Context: an optimization exercise on an open-source flow, tuned for small area. The choices shown serve that exercise and are no tape-out recipe.
Function was checked by simulation only, so behaviour that the tests miss may differ from the original.
Power and IR drop assume default switching activity.

[flow/constraint.sdc]
create_clock -name core_clock -period 8.0 [get_ports {clk}]
set_input_delay 1.6000 -clock core_clock [delete_from_list [all_inputs] [get_ports {clk}]]
set_output_delay 1.6000 -clock core_clock [all_outputs]
set_load 0.01 [all_outputs]
[flow/config.mk]
export PLATFORM = sky130hd
export DESIGN_NAME = mips_regfile_mp
export DESIGN_NICKNAME = mips_regfile_mp
export VERILOG_FILES = /design/flow/design.v
export SDC_FILE = /design/flow/constraint.sdc
export NUM_CORES = 4
export LEC_CHECK = 0
export CAP_MARGIN = 20
export CORE_MARGIN = 2
export CORE_UTILIZATION = 40
export PLACE_DENSITY = 0.6
export SETUP_SLACK_MARGIN = 0.4
export SLEW_MARGIN = 20
export SYNTH_HIERARCHICAL = 1
[flow/design.v]
module mips_regfile_mp #(
   parameter int NUM_REGS     = 32,
   parameter int DATA_WIDTH   = 32,
   parameter int NUM_RD_PORTS = 2,
   parameter int ZERO_REG_EN  = 1,
   parameter int BYPASS_EN    = 1,
   parameter logic [DATA_WIDTH-1:0] RESET_VALUE = '0,
   localparam int AW = $clog2(NUM_REGS)
) (
   input  logic                               clk,
   input  logic                               rst,
   input  logic [NUM_RD_PORTS*AW-1:0]         rd_addr,
   output logic [NUM_RD_PORTS*DATA_WIDTH-1:0] rd_data,
   output logic [NUM_RD_PORTS-1:0]            rd_busy,
   input  logic                               wr_en,
   input  logic [AW-1:0]                      wr_addr,
   input  logic [DATA_WIDTH-1:0]              wr_data,
   input  logic                               busy_set,
   input  logic [AW-1:0]                      busy_addr,
   output logic [NUM_REGS-1:0]                busy
);
   localparam int NR = 32;   
   localparam int DW = 32;   
   logic [DW-1:0] regs   [1:NR-1];
   logic [DW-1:0] regs_d [1:NR-1];
   logic [NR-1:1] bsy;
   logic [3:0]    wa, nwa, nba;   
   logic [7:0]    wb, nwbl, nbbl;
   logic          nrst;
   logic [NR-1:1] nwdec;  
   logic [NR-1:1] load;   
   logic [NR-1:1] hold;   
   logic [NR-1:1] bset;   
   always_comb begin
      nrst = !rst;
      for (int i = 0; i < 4; i++) begin
         wa[i]  = (wr_addr[1:0] == 2'(i));
         nwa[i] = !wa[i];
         nba[i] = !(busy_addr[1:0] == 2'(i));
      end
      for (int j = 0; j < 8; j++) begin
         wb[j]   = wr_en && (wr_addr[4:2] == 3'(j));
         nwbl[j] = !(wr_en && nrst && (wr_addr[4:2] == 3'(j)));
         nbbl[j] = !(busy_set && nrst && (busy_addr[4:2] == 3'(j)));
      end
   end
   genvar r, b, p, g;
   generate
      for (r = 1; r < NR; r++) begin : g_dec
         rf_nand2 u_nwdec (.y(nwdec[r]), .a(wa[r%4]),  .b(wb[r/4]));
         rf_and2  u_hold  (.y(hold[r]),  .a(nwdec[r]), .b(nrst));
         rf_nor2  u_load  (.y(load[r]),  .a(nwa[r%4]), .b(nwbl[r/4]));
         rf_nor2  u_bset  (.y(bset[r]),  .a(nba[r%4]), .b(nbbl[r/4]));
      end
   endgenerate
   generate
      for (r = 1; r < NR; r++) begin : g_reg
         for (b = 0; b < DW; b++) begin : g_bit
            rf_a22o u_d (.y(regs_d[r][b]), .a1(load[r]), .a2(wr_data[b]),
                                           .b1(hold[r]), .b2(regs[r][b]));
         end
      end
   endgenerate
   logic [NR-1:1] bsy_d;
   generate
      for (r = 1; r < NR; r++) begin : g_bsy
         rf_a21o u_bd (.y(bsy_d[r]), .a1(hold[r]), .a2(bsy[r]), .b1(bset[r]));
      end
   endgenerate
   always_ff @(posedge clk) begin
      for (int k = 1; k < NR; k++) begin
         regs[k] <= regs_d[k];
         bsy[k]  <= bsy_d[k];
      end
   end
   assign busy = {bsy, 1'b0};
   generate
      for (p = 0; p < NUM_RD_PORTS; p++) begin : g_rd_port
         logic [AW-1:0] ra;
         logic [NR-1:1] sel;
         logic          byp;
         assign ra = rd_addr[p*AW +: AW];
         logic [3:0] pa;
         logic [7:0] pb;
         always_comb begin
            for (int i = 0; i < 4; i++) pa[i] = (ra[1:0] == 2'(i));
            for (int j = 0; j < 8; j++) pb[j] = (ra[4:2] == 3'(j));
         end
         for (r = 1; r < NR; r++) begin : g_sel
            rf_and3 u_sel (.y(sel[r]), .a(pa[r%4]), .b(pb[r/4]), .c(nwdec[r]));
         end
         assign byp = wr_en && (wr_addr != '0) && (ra == wr_addr);
         for (b = 0; b < DW; b++) begin : g_bit
            logic [11:0] n;
            logic [2:0]  o;
            for (g = 0; g < 10; g++) begin : g_grp
               rf_a222oi u_aoi (.y(n[g]),
                                .a1(sel[3*g+1]), .a2(regs[3*g+1][b]),
                                .b1(sel[3*g+2]), .b2(regs[3*g+2][b]),
                                .c1(sel[3*g+3]), .c2(regs[3*g+3][b]));
            end
            rf_nand2 u_l31 (.y(n[10]), .a(sel[31]), .b(regs[31][b]));
            rf_nand2 u_lbp (.y(n[11]), .a(byp),     .b(wr_data[b]));
            rf_nand4 u_n0 (.y(o[0]), .a(n[0]), .b(n[1]), .c(n[2]),  .d(n[3]));
            rf_nand4 u_n1 (.y(o[1]), .a(n[4]), .b(n[5]), .c(n[6]),  .d(n[7]));
            rf_nand4 u_n2 (.y(o[2]), .a(n[8]), .b(n[9]), .c(n[10]), .d(n[11]));
            rf_or3   u_o  (.y(rd_data[p*DW + b]), .a(o[0]), .b(o[1]), .c(o[2]));
         end
         begin : g_busy
            logic [10:0] n;
            logic [2:0]  o;
            for (g = 0; g < 10; g++) begin : g_grp
               rf_a222oi u_aoi (.y(n[g]),
                                .a1(sel[3*g+1]), .a2(bsy[3*g+1]),
                                .b1(sel[3*g+2]), .b2(bsy[3*g+2]),
                                .c1(sel[3*g+3]), .c2(bsy[3*g+3]));
            end
            rf_nand2 u_l31 (.y(n[10]), .a(sel[31]), .b(bsy[31]));
            rf_nand4 u_n0 (.y(o[0]), .a(n[0]), .b(n[1]), .c(n[2]), .d(n[3]));
            rf_nand4 u_n1 (.y(o[1]), .a(n[4]), .b(n[5]), .c(n[6]), .d(n[7]));
            rf_nand3 u_n2 (.y(o[2]), .a(n[8]), .b(n[9]), .c(n[10]));
            rf_or3   u_o  (.y(rd_busy[p]), .a(o[0]), .b(o[1]), .c(o[2]));
         end
      end
   endgenerate
endmodule
module rf_nand2 (output logic y, input logic a, b);
   assign y = !(a && b);
endmodule
module rf_nand3 (output logic y, input logic a, b, c);
   assign y = !(a && b && c);
endmodule
module rf_nand4 (output logic y, input logic a, b, c, d);
   assign y = !(a && b && c && d);
endmodule
module rf_nor2 (output logic y, input logic a, b);
   assign y = !(a || b);
endmodule
module rf_and2 (output logic y, input logic a, b);
   assign y = a && b;
endmodule
module rf_and3 (output logic y, input logic a, b, c);
   assign y = a && b && c;
endmodule
module rf_a21o (output logic y, input logic a1, a2, b1);
   assign y = (a1 && a2) || b1;
endmodule
module rf_or3 (output logic y, input logic a, b, c);
   assign y = a || b || c;
endmodule
module rf_a22o (output logic y, input logic a1, a2, b1, b2);
   assign y = (a1 && a2) || (b1 && b2);
endmodule
module rf_a222oi (output logic y, input logic a1, a2, b1, b2, c1, c2);
   assign y = !((a1 && a2) || (b1 && b2) || (c1 && c2));
endmodule
[flow/standard.sh]
#!/bin/bash
# synth_recipe.tcl (not shown) runs the flow's synth.tcl, then flattens the netlist and writes it again
# the make line also repeats each setting of config.mk as NAME=value (left out here)
make -C /OpenROAD-flow-scripts/flow DESIGN_CONFIG=/design/flow/config.mk WORK_HOME=/design/flow/orfs CLKGATE_MAP_FILE= SYNTH_SCRIPT=/design/flow/synth_recipe.tcl "${@:-finish}"
[flow/flow/run.sh]
#!/bin/bash
# Own layout flow: the standard flow (standard.sh, unchanged synthesis) with
# the smallest buffer on the ports and clock tree synthesis without dummy loads.
set -euo pipefail
cd "$(dirname "$0")/.."
bash standard.sh \
  "CTS_ARGS=-sink_clustering_enable -repair_clock_nets -dont_use_dummy_load" \
  "BUFFER_PORTS_ARGS=-buffer_cell sky130_fd_sc_hd__buf_1" \
  finish > flow_make.log 2>&1
==> metrics.yaml, run 1 <==
grt_util_met2: 0.504
ys_ff_latch: 1023
htree_levels: 3
gr-max-usage-layer: "met2"
syn_avg_cell_area_um2: 11.7
clkPwrFrac: 0.426
hold_viol_final: 0
nNetsFinal: 3774
synth.area.top_cells: "dfxtp_1, a22o_1, a222oi_1"
post_drt_wl_per_cell_um: 39.0
post_cts_buffers: 0
port_buffers: 152
irDropWorstVdd_mv: 0.159
pwr_density_cell_nw_per_um2: 219
status: "complete, no violations"
cts_sinks: 1023
cpMostUsedCell: "buf_1"
cpMaxStageDelayCell: "nand4_1"
hpwl_mm: 109
critPathRequiredTime_ns: 6.40
switching_share: 0.247
period_needed_ns: 7.04
crit_type: "in2out"
path_cells: "buf_1 > or2b_1 > inv_1 > nand2_1 > and3_2 > a222oi_1 > nand4_1 > or3_1 > buf_1"
holdBufCountCts: 0
multi_input_area_um2: 19500
layout_common_cells: "dfxtp_1, a22o_1, a222oi_1"
layout_commonest_cell: "dfxtp_1"
syn_nets: 3444
grt_overflow: 0
fillers: 9028
final.setup_skew_ns: 0
pwr-share-seq: 0.519
use_met3: 0.131
min_period_over_period: 0.879
synth_area_um2: 39700
setup_violations: 0
layout-area-overhead-vs-synth_pct: 14.8
start_util: 0.404
die_area_um2: 102000
grt_use_met1: 0.471
fin_util: 0.463
combPwrFrac: 0.056
stdcell_area_um2: 45500
cts-root-to-sink-buffers: 3
vias_per_cell: 8.04
crit_arrival_ns: 5.44
clk_pin_slew_ns: 0.06
drive_gt1_frac: 0.0907
crit_path_max_fanout: 33
power.leakage_nw: 16.5
synth.distinct_cells: 29
ant_nets: 0
whs_ns: 0.495
maxSlewHeadroom: 0.134
track_usage: 0.361
wl_mm: 195
cts_tree: "built"
seq_area_um2: 20500
yosysTopAreaCellShare: 0.516
grt_pass1_wl_mm: 271
cts_made_buffers: 105
cts-resized-gates: 0
rows: 115
cts_root_buf: "clkbuf_16"
die_h_um: 319
grt_max_degree: 34
grt_pass1_vias: 37300
drc_errors: 0
worst-slew-pin-transition_ns: 1.30
antenna_found_initial: 8
ioPinCount: 154
dr.pass1.iters: 14
max_cap_viol_count: 0
start_kind: "input port"
netlist_instances: 3388
core-area_um2: 98300
die_w_um: 319
r2r_slack_ns: 7.26
clk_latency_ns: 0.64
tns_ns: 0
drt_iter0_markers: 9839
p_switching_mw: 2.46
place_congestion: 0.933
maxSlewViolCount: 0
synth_warnings: 10
yosysTopAreaCell: "dfxtp_1"
vias: 40200
placed_area_um2: 42800
critPathCaptureType: "output port"
p_int_mw: 7.51
yosysSeqAreaShare: 0.516
cp_slowest_stage_delay_ns: 0.63
min_path_type: "reg2reg"
rsz0062_at_grt: "no"
fmax_ghz: 0.142
-- logic make-up after synthesis --
| group | share of synthesized area |
|---|---|
| simple gates | 0.0881 |
| compound gates | 0.392 |
| flops | 0.516 |
| xor+xnor | 0.00221 |
| other cells | 0.0000946 |
| buf+inv | 0.00155 |
-- per-layer routing --
layer	vias to the layer above	part of all wire
met1	19500	0.37
met2	3813	0.40
met3	759	0.16
met4	9	0.070
li1	16100	-
met5	-	0.00098
-- power groups by stage --
| stage | clock (mW) | sequential, mW | combinational, mW |
|---|---|---|---|
| finish | 4.24 | 5.17 | 0.555 |
| detailed placement | 0 | 5.28 | 0.516 |
| global placement | 0 | 5.28 | 0.514 |
| CTS | 4.24 | 5.17 | 0.517 |
| global route | 4.43 | 5.17 | 0.547 |
| floorplan | 0 | 5.27 | 0.185 |
-- state kept, by name, summed over array words and instances, names as in the netlist --
register and flops:
regs 992, bsy 31
-- area by class of cell --
class / instances / area share
tap: 1287 / 0.0354
timing repair buffer: 232 / 0.0284
inverter: 5 / 0.000412
antenna: 5 / 0.000275
multi-input combinational: 2351 / 0.428
sequential: 1023 / 0.450
clock buffer: 105 / 0.0577
-- synth_stat cells, drive strengths merged --
master     n
nand4    198
xnor2      6
or2        1
nor2      76
a222oi   660
nand2b     5
nand3      6
and3      65
clkbuf     4
nand2    178
or2b       2
a22o     992
nor2b      8
conb       1
dfxtp   1023
or3       66
and2      33
nor3       4
and3b      5
xor2       4
nor4       3
inv        5
nor3b      7
buf        5
a21o      31
-- worst max-delay path: cells and delay by family --
family          cells  cell delay, ns
simple gates        5            2.50
buf+inv             3            0.81
compound gates      1            0.50
-- path summary, 6_finish.rpt --
kind | startpoint | endpoint | cells after the start
max | wr_addr[1] | rd_data[33] | 9
min | regs[29][24] | regs[29][24] | 1
max reg2reg | bsy[17] | bsy[17] | 1
min reg2reg | regs[29][24] | regs[29][24] | 1
-- per-module statistics from Yosys, one instance, submodules excluded --
| module | area (µm²) | flops+latches | copies in the design | cells |
|---|---|---|---|---|
| mips_regfile_mp | 21100 | 1023 | 1 | 1125 |
| rf_nand4 | 6.26 | 0 | 196 | 1 |
| rf_or3 | 6.26 | 0 | 66 | 1 |
| rf_nand3 | 5.00 | 0 | 2 | 1 |
| rf_a21o | 7.51 | 0 | 31 | 1 |
| rf_and3 | 6.26 | 0 | 62 | 1 |
| rf_a22o | 8.76 | 0 | 992 | 1 |
| rf_nor2 | 3.75 | 0 | 62 | 1 |
| rf_and2 | 6.26 | 0 | 31 | 1 |
| rf_a222oi | 10.0 | 0 | 660 | 1 |
| rf_nand2 | 3.75 | 0 | 161 | 1 |
-- stage by stage --
stage,cells,setup WS (ns),power [mW]
after detailed placement,4896,1.25,5.79
after floorplan,3388,1.69,5.45
after CTS,5001,1.25,9.92
after global placement,4892,1.26,5.79
final,5008,0.964,9.96
after global routing,5003,0.897,10.1
==> run 2: changes to the inputs <==
==> flow/flow/run.sh (replaced) <==
#!/bin/bash
# Own layout flow: the standard flow (standard.sh, unchanged synthesis) with
# the smallest buffer on the ports and clock tree synthesis without dummy loads
# and with larger sink clusters.
set -euo pipefail
cd "$(dirname "$0")/.."
bash standard.sh \
  "CTS_ARGS=-sink_clustering_enable -repair_clock_nets -dont_use_dummy_load -sink_clustering_size 24 -sink_clustering_max_diameter 120" \
  "BUFFER_PORTS_ARGS=-buffer_cell sky130_fd_sc_hd__buf_1" \
  finish > flow_make.log 2>&1
==> metrics.yaml, run 2 <==
post_cts_buffers: 0
maxSlewViolCount: 0
vias_per_cell: 8.06
critPathCaptureType: "output port"
switching_share: 0.259
status: "complete, no violations"
synthArstFlopShare: 0
synth_edf_count: 0
cts_sinks: 1023
synth_warnings: 10
cts_root_buf: "clkbuf_16"
synth.distinct_cells: 29
clk_pin_slew_ns: 0.08
crit_type: "in2out"
period_needed_ns: 7.05
r2r_slack_ns: 7.27
post_drt_wl_per_cell_um: 39.3
cp_slowest_stage_delay_ns: 0.61
irDropWorstVdd_mv: 0.150
grt_pass1_wl_mm: 269
ys_ff_latch: 1023
yosysTopAreaCellShare: 0.516
synth_area_um2: 39700
drive_gt1_frac: 0.0768
rows: 115
place_congestion: 0.933
layout-area-overhead-vs-synth_pct: 11.2
holdBufCountCts: 0
rr_endpoint: "bsy[17]"
largest_reg_flops: 992
min_path_type: "reg2reg"
maxSlewHeadroom: 0.137
layout_common_cells: "dfxtp_1, a22o_1, a222oi_1"
synth.area.top_cells: "dfxtp_1, a22o_1, a222oi_1"
die_w_um: 319
port_buffers: 152
cts_tree: "built"
reg.largest.list: "regs x992, bsy x31"
final.setup_skew_ns: 0
start_util: 0.404
synth_most_common_cell: "dfxtp_1"
cpMaxStageDelayCell: "or3_1"
placedCellCount: 4896
worstHoldPathCells: 1
cpMostUsedCell: "buf_1"
fmax_ghz: 0.142
worstRegToRegCells: 1
critPathRequiredTime_ns: 6.40
p_switching_mw: 2.20
htree_levels: 2
yosysTopAreaCell: "dfxtp_1"
p_total_mw: 8.49
clk_latency_ns: 0.64
min_from: "regs[26][27]"
track_usage: 0.358
placed_area_um2: 42800
rsz0062_at_grt: "no"
nNetsFinal: 3718
core-area_um2: 98300
tns_ns: 0
drt_iter0_markers: 10200
top_register: "regs"
cts-root-to-sink-buffers: 3
combPwrFrac: 0.066
die_h_um: 319
stdcell_area_um2: 44100
fillers: 9179
wl_mm: 195
synthMuxAreaShare: 0
cts-resized-gates: 0
ant_nets: 0
max_cap_viol_count: 0
yosysSeqAreaShare: 0.516
hpwl_mm: 109
pwr-share-seq: 0.608
start_kind: "input port"
hold_end: "regs[26][27]"
pre_cts_ws_ns: 1.25
antenna_found_initial: 4
synth_top_family_by_area: "compound AO/OA/AOI/OAI gates"
grt_pass1_vias: 36700
layout_commonest_cell: "dfxtp_1"
whs_ns: 0.500
netlist_instances: 3388
synthSimpleGateAreaFrac: 0.0881
grt_max_degree: 34
syn_nets: 3444
die_area_um2: 102000
finalNonFillerCells: 4948
r2r-start: "bsy[17]"
ioPinCount: 154
grt_overflow: 0
synth_top_cells_by_count: "dfxtp_1, a22o_1, a222oi_1"
dr.pass1.iters: 15
syn_avg_cell_area_um2: 11.7
synth_flop_cell: "dfxtp_1"
clkPwrFrac: 0.326
setup_slack_ns: 0.949
hold_viol_final: 0
cts_made_buffers: 48
synthAdderAreaFrac: 0
synth_xor_area_frac: 0.00221
path_cells: "buf_1 > or2b_1 > inv_1 > nand2_1 > and3_2 > a222oi_1 > nand4_1 > or3_1 > buf_1"
min_period_over_period: 0.881
pwr_density_cell_nw_per_um2: 192
drc_errors: 0
synth_compound_area_frac: 0.392
power.leakage_nw: 15.8
fin_util: 0.449
setup_violations: 0
vias: 39900
crit_path_max_fanout: 33
crit_arrival_ns: 5.45
p_int_mw: 6.29
worst-slew-pin-transition_ns: 1.29
run 2: cell types whose count changed in the layout (fill, tap and decap cells not counted), sizes merged:
| cell | previous run | this run |
|---|---|---|
| clkbuf | 127 | 70 |
| buf | 210 | 211 |
| diode | 5 | 1 |
run 2: modules after synthesis, one instance, submodules excluded:
module | times used | flops+latches
rf_nand3 | 2 | 0
rf_nor2 | 62 | 0
rf_a22o | 992 | 0
mips_regfile_mp | 1 | 1023
rf_a222oi | 660 | 0
rf_and3 | 62 | 0
rf_nand2 | 161 | 0
rf_a21o | 31 | 0
rf_or3 | 66 | 0
rf_nand4 | 196 | 0
rf_and2 | 31 | 0
run 2: power by group through the flow:
stage               combinational, mW  sequential (mW)  clock [mW]
finish                          0.557             5.16        2.77
global route                    0.548             5.17        2.95
CTS                             0.517             5.16        2.78
detailed placement              0.516             5.28           0
global placement                0.514             5.28           0
floorplan                       0.185             5.27           0
run 2: per-layer routing:
metal / GRT usage / vias up / share of wire
met5: 0.00520 / - / 0.00040
met4: 0.217 / 4 / 0.071
met3: 0.123 / 717 / 0.15
met2: 0.499 / 3711 / 0.40
met1: 0.473 / 19500 / 0.38
li1: - / 16000 / -
run 2: cell type report:
cell class,instances,area (µm²),area share
multi-input cells,2351,19500,0.442
inverters,5,18.8,0.000426
repair buffers,233,1310,0.0297
clock buffers,48,1200,0.0272
well taps,1287,1610,0.0365
flip-flops and latches,1023,20500,0.464
diodes,1,2.50,0.0000567
run 2: kinds of logic (layout without fill, tap and decap cells):
logic type / Yosys count / count (layout)
XOR/XNOR: 10 / 10
buffers and inverters: 14 / 286
flip-flops: 1023 / 1023
AND/OR/NAND/NOR: 657 / 657
AO/OA/AOI/OAI: 1683 / 1683
other: 1 / 2
run 2: how the worst max path moves through the flow:
stage | from | endpoint | slack (ns) | cells past startpoint
floorplan | rd_addr[8] | rd_data[32] | 1.69 | 7
global placement | wr_addr[1] | rd_data[17] | 1.26 | 9
detailed placement | wr_addr[1] | rd_data[10] | 1.25 | 9
CTS | wr_addr[1] | rd_data[10] | 1.25 | 9
global route | wr_addr[1] | rd_data[59] | 0.97 | 9
finish | wr_addr[1] | rd_data[49] | 0.95 | 9
run 2: worst max-delay path, delay by kind of cell:
kind	cells	cell delay (ns)
AOI/OAI and AO/OA	1	0.52
buffers and inverters	3	0.85
and+or+nand+nor	5	2.45
==> run 3: changes to the inputs <==
--- a/flow/config.mk
+++ b/flow/config.mk
@@ -7,8 +7,8 @@
 export LEC_CHECK = 0
 export CAP_MARGIN = 20
 export CORE_MARGIN = 2
-export CORE_UTILIZATION = 40
-export PLACE_DENSITY = 0.6
+export CORE_UTILIZATION = 46
+export PLACE_DENSITY = 0.66
 export SETUP_SLACK_MARGIN = 0.4
 export SLEW_MARGIN = 20
 export SYNTH_HIERARCHICAL = 1
==> metrics.yaml, run 3 <==
layout-area-overhead-vs-synth_pct: 10.3
ys_ff_latch: 1023
rows: 107
clk_pin_slew_ns: 0.09
start_kind: "input port"
fmax_ghz: 0.141
syn_avg_cell_area_um2: 11.7
cts_tree: "built"
synthArstFlopShare: 0
yosysSeqAreaShare: 0.516
max_cap_viol_count: 0
status: "complete, no violations"
syn_nets: 3444
synth_warnings: 10
largest_reg_flops: 992
grt_pass1_wl_mm: 265
track_usage: 0.401
grt_pass1_vias: 37600
maxSlewHeadroom: 0.115
worstRegToRegCells: 1
ant_nets: 0
synth_most_common_cell: "dfxtp_1"
min_period_over_period: 0.884
layout_common_cells: "dfxtp_1, a22o_1, a222oi_1"
nNetsFinal: 3694
drc_errors: 0
synth_top_cells_by_count: "dfxtp_1, a22o_1, a222oi_1"
ioPinCount: 154
synth.distinct_cells: 29
port_buffers: 152
irDropWorstVdd_mv: 0.162
yosysTopAreaCell: "dfxtp_1"
cts-resized-gates: 0
crit_type: "in2out"
top_register: "regs"
yosysTopAreaCellShare: 0.516
netlist_instances: 3388
r2r_slack_ns: 7.28
post_drt_wl_per_cell_um: 39.7
cts-root-to-sink-buffers: 3
rr_endpoint: "bsy[3]"
rsz0062_at_grt: "no"
core-area_um2: 85300
vias_per_cell: 8.44
r2r-start: "bsy[3]"
fillers: 7663
crit_buf_inv: 3
crit_path_max_fanout: 33
power.leakage_nw: 15.6
start_util: 0.465
critPathTopFamily: "simple AND/OR/NAND/NOR gates"
synth_edf_count: 0
cpMostUsedCell: "buf_1"
cts_root_buf: "clkbuf_16"
critPathLaunch: "wr_addr[0]"
reg.largest.list: "regs x992, bsy x31"
tns_ns: 0
crit_arrival_ns: 5.47
period_needed_ns: 7.07
critPathCaptureType: "output port"
drt_iter0_markers: 10500
synth_area_um2: 39700
clk_latency_ns: 0.63
worst-slew-pin-transition_ns: 1.33
antenna_found_initial: 12
dr.pass1.iters: 17
synth.area.top_cells: "dfxtp_1, a22o_1, a222oi_1"
path_cells: "buf_1 > or2b_1 > inv_1 > nand2_1 > and3_2 > a222oi_1 > nand4_1 > or3_1 > buf_1"
grt_overflow: 0
final.setup_skew_ns: 0
die_area_um2: 88600
crit_cells: 9
pwr_density_cell_nw_per_um2: 193
crit_end: "rd_busy[1]"
die_w_um: 298
layout_commonest_cell: "dfxtp_1"
cpMaxStageDelayCell: "a222oi_1"
grt_max_degree: 34
die_h_um: 298
synth_flop_cell: "dfxtp_1"
drive_gt1_frac: 0.0682
cts_sinks: 1023
critPathRequiredTime_ns: 6.40
hpwl_mm: 102
vias: 40300
maxSlewViolCount: 0
cts_made_buffers: 48
place_congestion: 0.975
holdBufCountCts: 0
hold_viol_final: 0
wl_mm: 190
min_path_type: "reg2reg"
p_total_mw: 8.45
setup_violations: 0
htree_levels: 2
post_cts_buffers: 0
cp_slowest_stage_delay_ns: 0.97
-- run 3: cell count changes in the layout (fill, tap and decap cells not counted) --
cell / delta
clkbuf_2: -9
and2_4: -2
and2_2: +2
buf_4: -24
and3_4: +2
buf_12: +1
and3_2: -2
diode_2: +2
buf_1: +9
buf_8: -1
-- run 3: how the worst min path moves through the flow --
| stage | to | from | depth (start not counted) | slack, ns |
|---|---|---|---|---|
| after floorplan | regs[10][0] | regs[10][0] | 1 | 0.46 |
| after global placement | regs[13][20] | regs[13][20] | 1 | 0.47 |
| after detailed placement | regs[31][18] | regs[31][18] | 1 | 0.48 |
| after CTS | regs[28][6] | regs[28][6] | 1 | 0.50 |
| after global routing | regs[20][29] | regs[20][29] | 1 | 0.51 |
| final | regs[26][0] | regs[26][0] | 1 | 0.50 |
-- run 3: logic make-up (layout without fill, tap and decap cells) --
family | Yosys count | after routing | share of synthesized area
compound gates | 1683 | 1683 | 0.392
other cells | 1 | 4 | 0.0000946
buf+inv | 14 | 262 | 0.00155
simple gates | 657 | 657 | 0.0881
flops | 1023 | 1023 | 0.516
xor+xnor | 10 | 10 | 0.00221
-- run 3: metal layers --
metal / vias to the layer above / global-route usage / routed length [µm]
li1: 16000 / - / -
met1: 19300 / 0.524 / 69000
met2: 4164 / 0.534 / 73000
met3: 913 / 0.159 / 32600
met4: 14 / 0.276 / 14800
met5: - / 0.0195 / 304
-- run 3: modules after synthesis (local to each module, per instance), excerpt --
module,copies in the design,flops+latches,cells,area (µm²)
rf_a22o,992,0,1,8.76
rf_nand3,2,0,1,5.00
rf_nor2,62,0,1,3.75
mips_regfile_mp,1,1023,1125,21100
rf_and2,31,0,1,6.26
rf_and3,62,0,1,6.26
rf_or3,66,0,1,6.26
rf_nand4,196,0,1,6.26
rf_nand2,161,0,1,3.75
rf_a222oi,660,0,1,10.0
-- run 3: layout make-up --
| class | instances | area (µm²) | share of cell area |
|---|---|---|---|
| inverter | 5 | 18.8 | 0.000429 |
| multi-input combinational | 2351 | 19500 | 0.445 |
| sequential | 1023 | 20500 | 0.468 |
| timing repair buffer | 209 | 1120 | 0.0257 |
| clock buffer | 48 | 1200 | 0.0275 |
| antenna | 3 | 7.51 | 0.000172 |
| tap | 1144 | 1430 | 0.0327 |
-- run 3: per-stage QoR --
stage	utilization	cells	cell area, µm²	setup slack [ns]	hold WS, ns
3_5_place_dp	0.498	4728	42400	1.32	0.478
5_1_grt	0.513	4782	43700	1.05	0.513
3_3_place_gp	0.497	4725	42400	1.35	0.472
4_1_cts	0.512	4776	43600	1.31	0.503
6_report	0.513	4783	43800	0.929	0.504
2_1_floorplan	-	3388	39700	1.69	0.460
-- run 3: report_power, final --
group / switching [mW] / leakage, nW / total (mW) / internal, mW
registers: 0.0325 / 8.25 / 5.16 / 5.13
clock network: 1.66 / 0.592 / 2.74 / 1.08
logic: 0.465 / 6.77 / 0.550 / 0.0843
total: 2.16 / 15.6 / 8.45 / 6.29
==> run 4: changes to the inputs <==
--- a/flow/config.mk
+++ b/flow/config.mk
@@ -5,10 +5,10 @@
 export SDC_FILE = /design/flow/constraint.sdc
 export NUM_CORES = 4
 export LEC_CHECK = 0
-export CAP_MARGIN = 20
+export CAP_MARGIN = 8
 export CORE_MARGIN = 2
 export CORE_UTILIZATION = 46
 export PLACE_DENSITY = 0.66
 export SETUP_SLACK_MARGIN = 0.4
-export SLEW_MARGIN = 20
+export SLEW_MARGIN = 8
 export SYNTH_HIERARCHICAL = 1
==> metrics.yaml, run 4 <==
hpwl_mm: 101
cp_slowest_stage_delay_ns: 0.92
synthArstFlopShare: 0
cts-root-to-sink-buffers: 3
cpMaxStageDelayCell: "a222oi_1"
ant_nets: 0
fin_util: 0.511
drt_iter0_markers: 10500
clk_pin_slew_ns: 0.09
r2r_slack_ns: 7.27
ioPinCount: 154
post_cts_buffers: 0
vias: 40400
cpMostUsedCell: "buf_1"
synth_edf_count: 0
synth_warnings: 10
port_buffers: 152
tns_ns: 0
min_path_type: "reg2reg"
syn_avg_cell_area_um2: 11.7
cts-resized-gates: 0
period_needed_ns: 7.06
synth_flop_cell: "dfxtp_1"
setup_violations: 0
crit_type: "in2out"
worstRegToRegCells: 1
worstHoldPathCells: 1
min_period_over_period: 0.883
power.leakage_nw: 15.6
maxSlewViolCount: 0
pwr_density_cell_nw_per_um2: 194
layout-area-overhead-vs-synth_pct: 9.97
grt_overflow: 0
hold_end: "regs[31][15]"
vias_per_cell: 8.45
grt_pass1_vias: 37800
max_cap_viol_count: 0
layout_commonest_cell: "dfxtp_1"
final.setup_skew_ns: 0
grt_max_degree: 34
yosysTopAreaCell: "dfxtp_1"
syn_nets: 3444
rr_endpoint: "bsy[17]"
yosysSeqAreaShare: 0.516
die_w_um: 298
largest_reg_flops: 992
cts_tree: "built"
crit_path_max_fanout: 33
nNetsFinal: 3688
drc_errors: 0
p_total_mw: 8.45
synth.distinct_cells: 29
post_drt_wl_per_cell_um: 39.7
critPathRequiredTime_ns: 6.40
ys_ff_latch: 1023
multi_input_area_um2: 19500
holdBufCountCts: 0
critPathCaptureType: "output port"
fmax_ghz: 0.142
rows: 107
start_kind: "input port"
core-area_um2: 85300
synth_area_um2: 39700
layout_common_cells: "dfxtp_1, a22o_1, a222oi_1"
crit_arrival_ns: 5.46
path_cells: "buf_1 > or2b_1 > inv_1 > nand2_1 > and3_2 > a222oi_1 > nand4_1 > or3_1 > buf_1"
grt_pass1_wl_mm: 265
synth.area.top_cells: "dfxtp_1, a22o_1, a222oi_1"
worst-slew-pin-transition_ns: 1.36
drive_gt1_frac: 0.0667
netlist_instances: 3388
die_area_um2: 88600
hold_viol_final: 0
wl_mm: 190
yosysTopAreaCellShare: 0.516
crit_buf_inv: 3
cts_sinks: 1023
r2r-start: "bsy[17]"
status: "complete, no violations"
synth_most_common_cell: "dfxtp_1"
reg.largest.list: "regs x992, bsy x31"
htree_levels: 2
top_register: "regs"
seq_area_um2: 20500
maxSlewHeadroom: 0.0916
start_util: 0.465
die_h_um: 298
min_from: "regs[31][15]"
synth_top_cells_by_count: "dfxtp_1, a22o_1, a222oi_1"
dr.pass1.iters: 17
rsz0062_at_grt: "no"
critPathTopFamily: "simple AND/OR/NAND/NOR gates"
track_usage: 0.401
place_congestion: 0.975
fillers: 7705
cts_made_buffers: 48
antenna_found_initial: 13
cts_root_buf: "clkbuf_16"
irDropWorstVdd_mv: 0.157
clk_latency_ns: 0.64
[run 4: worst max path at each step]
stage	to	startpoint	slack (ns)	cells after the start
finish	rd_busy[1]	wr_addr[0]	0.94	9
global route	rd_data[26]	wr_addr[0]	1.07	9
CTS	rd_busy[0]	wr_addr[0]	1.25	9
detailed placement	rd_busy[0]	wr_addr[0]	1.27	9
global placement	rd_data[21]	wr_addr[0]	1.35	9
floorplan	rd_data[32]	rd_addr[8]	1.69	7
[run 4: logic make-up (layout without fill, tap and decap cells)]
family                 Yosys count  count (layout)  share of synthesized area
AND/OR/NAND/NOR                657             657                     0.0881
XOR/XNOR                        10              10                    0.00221
AO/OA/AOI/OAI                 1683            1683                      0.392
buffers and inverters           14             256                    0.00155
other                            1               9                  0.0000946
flip-flops                    1023            1023                      0.516
[run 4: final cells by class]
type	count	area share
Timing Repair Buffer	203	0.0225
Antenna cell	8	0.000459
Sequential cell	1023	0.470
Clock buffer	48	0.0275
Inverter	5	0.000430
Tap cell	1144	0.0328
Multi-Input combinational cell	2351	0.447
[run 4: per-stage QoR]
step           area (µm²)  hold WS [ns]  cells  worst slack [ns]
2_1_floorplan       39700         0.460   3388              1.69
3_3_place_gp        42400         0.472   4725              1.35
3_5_place_dp        42400         0.475   4725              1.27
4_1_cts             43600         0.504   4773              1.25
5_1_grt             43600         0.516   4777              1.07
6_report            43600         0.504   4782             0.937
[run 4: per-module statistics from Yosys, one instance, submodules excluded, a selection]
module / times used / area, µm² / flops+latches
mips_regfile_mp: 1 / 21100 / 1023
rf_a22o: 992 / 8.76 / 0
rf_and2: 31 / 6.26 / 0
rf_nand4: 196 / 6.26 / 0
rf_or3: 66 / 6.26 / 0
rf_and3: 62 / 6.26 / 0
rf_nand3: 2 / 5.00 / 0
rf_nand2: 161 / 3.75 / 0
[run 4: where the power goes]
group          internal (mW)  switching, mW  total (mW)  leakage (nW)
sequential              5.13         0.0326        5.16          8.25
combinational         0.0830          0.465       0.548          6.72
clock                   1.08           1.67        2.74         0.592
[run 4: per-layer routing]
layer | global-route usage | share of wire | wire length [µm] | vias up
li1 | - | - | - | 16000
met3 | 0.167 | 0.17 | 32500 | 958
met4 | 0.277 | 0.079 | 15000 | 2
met2 | 0.537 | 0.39 | 73200 | 4100
met1 | 0.518 | 0.36 | 69000 | 19400
met5 | 0.00162 | 0.000058 | 11 | -
==> run 5: changes to the inputs <==
==> flow/flow/run.sh (replaced) <==
#!/bin/bash
# Own layout flow: the standard flow (standard.sh, unchanged synthesis) with
# the smallest buffer on the ports and clock tree synthesis without dummy loads,
# with smaller sink clusters driven by clkbuf_8.
set -euo pipefail
cd "$(dirname "$0")/.."
CTS="-sink_clustering_enable -repair_clock_nets -dont_use_dummy_load"
CTS="$CTS -sink_clustering_size 16 -sink_clustering_max_diameter 80"
CTS="$CTS -buf_list {sky130_fd_sc_hd__clkbuf_8 sky130_fd_sc_hd__clkbuf_16}"
CTS="$CTS -sink_clustering_buffer sky130_fd_sc_hd__clkbuf_8"
bash standard.sh \
  "CTS_ARGS=$CTS" \
  "BUFFER_PORTS_ARGS=-buffer_cell sky130_fd_sc_hd__buf_1" \
  finish > flow_make.log 2>&1
==> flow/config.mk (replaced) <==
export PLATFORM = sky130hd
export DESIGN_NAME = mips_regfile_mp
export DESIGN_NICKNAME = mips_regfile_mp
export VERILOG_FILES = /design/flow/design.v
export SDC_FILE = /design/flow/constraint.sdc
export NUM_CORES = 4
export LEC_CHECK = 0
export CAP_MARGIN = 20
export CORE_MARGIN = 2
export CORE_UTILIZATION = 40
export PLACE_DENSITY = 0.6
export SETUP_SLACK_MARGIN = 0.4
export SLEW_MARGIN = 20
export SYNTH_HIERARCHICAL = 1
==> metrics.yaml, run 5 <==
status: "complete, no violations"
irDropWorstVdd_mv: 0.115
hold_viol_final: 0
cts-root-to-sink-buffers: 3
whs_ns: 0.504
start_util: 0.404
antenna_found_initial: 7
p_total_mw: 8.39
grt_pass1_wl_mm: 270
hpwl_mm: 109
ys_ff_latch: 1023
final.setup_skew_ns: 0
crit_type: "in2out"
die_area_um2: 102000
tns_ns: 0
die_h_um: 319
start_kind: "input port"
cpMostUsedCell: "buf_1"
synth_edf_count: 0
power.leakage_nw: 15.8
synth_area_um2: 39700
maxSlewViolCount: 0
cts_root_buf: "clkbuf_16"
cpMaxStageDelayCell: "and3_2"
grt_overflow: 0
fmax_ghz: 0.142
post_drt_wl_per_cell_um: 39.2
r2r_slack_ns: 7.25
syn_avg_cell_area_um2: 11.7
cts-resized-gates: 0
p_int_mw: 6.16
synth_warnings: 10
ioPinCount: 154
syn_nets: 3444
synthArstFlopShare: 0
core-area_um2: 98300
cp_slowest_stage_delay_ns: 0.61
track_usage: 0.360
switching_share: 0.266
crit_path_max_fanout: 33
yosysTopAreaCell: "dfxtp_1"
post_cts_buffers: 0
clkPwrFrac: 0.318
layout_common_cells: "dfxtp_1, a22o_1, a222oi_1"
min_period_over_period: 0.881
yosysSeqAreaShare: 0.516
synth.distinct_cells: 29
nNetsFinal: 3744
largest_reg_flops: 992
ant_nets: 0
rsz0062_at_grt: "no"
p_switching_mw: 2.23
path_cells: "buf_1 > or2b_1 > inv_1 > nand2_1 > and3_2 > a222oi_1 > nand4_1 > or3_1 > buf_1"
vias_per_cell: 8.05
min_path_type: "reg2reg"
combPwrFrac: 0.066
place_congestion: 0.933
grt_max_degree: 34
max_cap_viol_count: 0
wl_mm: 195
dr.pass1.iters: 13
crit_buf_inv: 3
cts_made_buffers: 74
clk_latency_ns: 0.61
holdBufCountCts: 0
synth_top_cells_by_count: "dfxtp_1, a22o_1, a222oi_1"
drc_errors: 0
worst-slew-pin-transition_ns: 1.28
crit_arrival_ns: 5.45
setup_violations: 0
cts_sinks: 1023
htree_levels: 3
critPathCaptureType: "output port"
critPathTopFamily: "simple AND/OR/NAND/NOR gates"
synth_flop_cell: "dfxtp_1"
drive_gt1_frac: 0.0833
reg.largest.list: "regs x992, bsy x31"
maxSlewHeadroom: 0.145
vias: 40100
critPathRequiredTime_ns: 6.40
die_w_um: 319
yosysTopAreaCellShare: 0.516
grt_pass1_vias: 36900
netlist_instances: 3388
pwr-share-seq: 0.615
top_register: "regs"
cts_tree: "built"
port_buffers: 152
drt_iter0_markers: 9590
pwr_density_cell_nw_per_um2: 190
rows: 115
layout_commonest_cell: "dfxtp_1"
synth.area.top_cells: "dfxtp_1, a22o_1, a222oi_1"
synth_most_common_cell: "dfxtp_1"
clk_pin_slew_ns: 0.06
period_needed_ns: 7.05
layout-area-overhead-vs-synth_pct: 11.1
## run 5: cell types whose count changed in the layout (fill, tap and decap cells not counted), moves of 9 or more
cell | previous run | this run
buf_4 | 50 | 74
clkbuf_8 | 0 | 65
clkbuf_16 | 48 | 9
clkbuf_2 | 13 | 22
buf_1 | 139 | 130
## run 5: worst paths after layout
check,from,endpoint,cells past startpoint
max,wr_addr[1],rd_data[49],9
min,regs[22][10],regs[22][10],1
max reg2reg,bsy[17],bsy[17],1
min reg2reg,regs[22][10],regs[22][10],1
## run 5: final cells by class
class	count	area (µm²)
fill	9182	54200
sequential	1023	20500
multi-input combinational	2351	19500
tap	1287	1610
timing repair buffer	233	1310
clock buffer	74	1120
inverter	5	18.8
antenna	7	17.5
## run 5: logic make-up (layout without fill, tap and decap cells)
group / after synthesis / count (layout) / synth area share
compound gates: 1683 / 1683 / 0.392
xor+xnor: 10 / 10 / 0.00221
buf+inv: 14 / 312 / 0.00155
simple gates: 657 / 657 / 0.0881
flops: 1023 / 1023 / 0.516
other cells: 1 / 8 / 0.0000946
## run 5: routing by layer
metal / global-route usage / part of all wire / vias to the layer above
met2: 0.499 / 0.40 / 3823
met1: 0.472 / 0.38 / 19400
li1: - / - / 16100
met5: 0.00520 / 0.00047 / -
met4: 0.224 / 0.072 / 6
met3: 0.129 / 0.15 / 764
## run 5: power groups by stage
stage                     clock, mW  sequential (mW)  combinational, mW
after floorplan                   0             5.27              0.185
after global placement            0             5.28              0.514
after detailed placement          0             5.28              0.516
after CTS                      2.67             5.16              0.517
after global routing           2.83             5.17              0.548
final                          2.67             5.16              0.557
## run 5: through the flow
step | util | instance area, µm² | worst slack (ns) | std cells
after floorplan | - | 39700 | 1.69 | 3388
after global placement | 0.435 | 42700 | 1.26 | 4892
after detailed placement | 0.436 | 42800 | 1.25 | 4896
after CTS | 0.447 | 44000 | 1.25 | 4970
after global routing | 0.448 | 44000 | 0.909 | 4973
final | 0.448 | 44000 | 0.949 | 4980
## run 5: per-module statistics from Yosys (local to each module, per instance)
module | flops+latches | cells | times used
rf_and2 | 0 | 1 | 31
rf_a222oi | 0 | 1 | 660
rf_nand3 | 0 | 1 | 2
rf_a22o | 0 | 1 | 992
rf_nand4 | 0 | 1 | 196
rf_and3 | 0 | 1 | 62
rf_nand2 | 0 | 1 | 161
mips_regfile_mp | 1023 | 1125 | 1
rf_or3 | 0 | 1 | 66
rf_nor2 | 0 | 1 | 62
rf_a21o | 0 | 1 | 31

-- static timing again, ports no longer ideal --
In the flow no input, the clock included, has a driving cell. The finished layouts below were timed again as built, in two steps. Step 1, drivers: a clkbuf_16 drives clk and a buf_2 each remaining input, both assumed. Step 2 also shifts input and output timing later by t, the mid clock arrival at the registers, as if the neighbouring blocks saw the same clock. Three values: ideal ports, drivers, drivers and shift; two values: the first two.
run	t, ns	slack for setup (ns)	hold WS [ns]	slew at the worst register clock pin (ns)
run 1	0.735	0.964 / 0.941 / 0.941	0.495 / 0.495 / 0.495	0.07 / 0.07
run 2	0.734	0.949 / 0.927 / 0.927	0.500 / 0.500 / 0.500	0.11 / 0.11
run 3	0.706	0.929 / 0.907 / 0.907	0.504 / 0.504 / 0.504	0.10 / 0.10
run 4	0.714	0.937 / 0.914 / 0.914	0.504 / 0.504 / 0.504	0.10 / 0.10
run 5	0.700	0.949 / 0.926 / 0.926	0.504 / 0.504 / 0.504	0.12 / 0.12
After both steps every run listed still meets setup and hold.
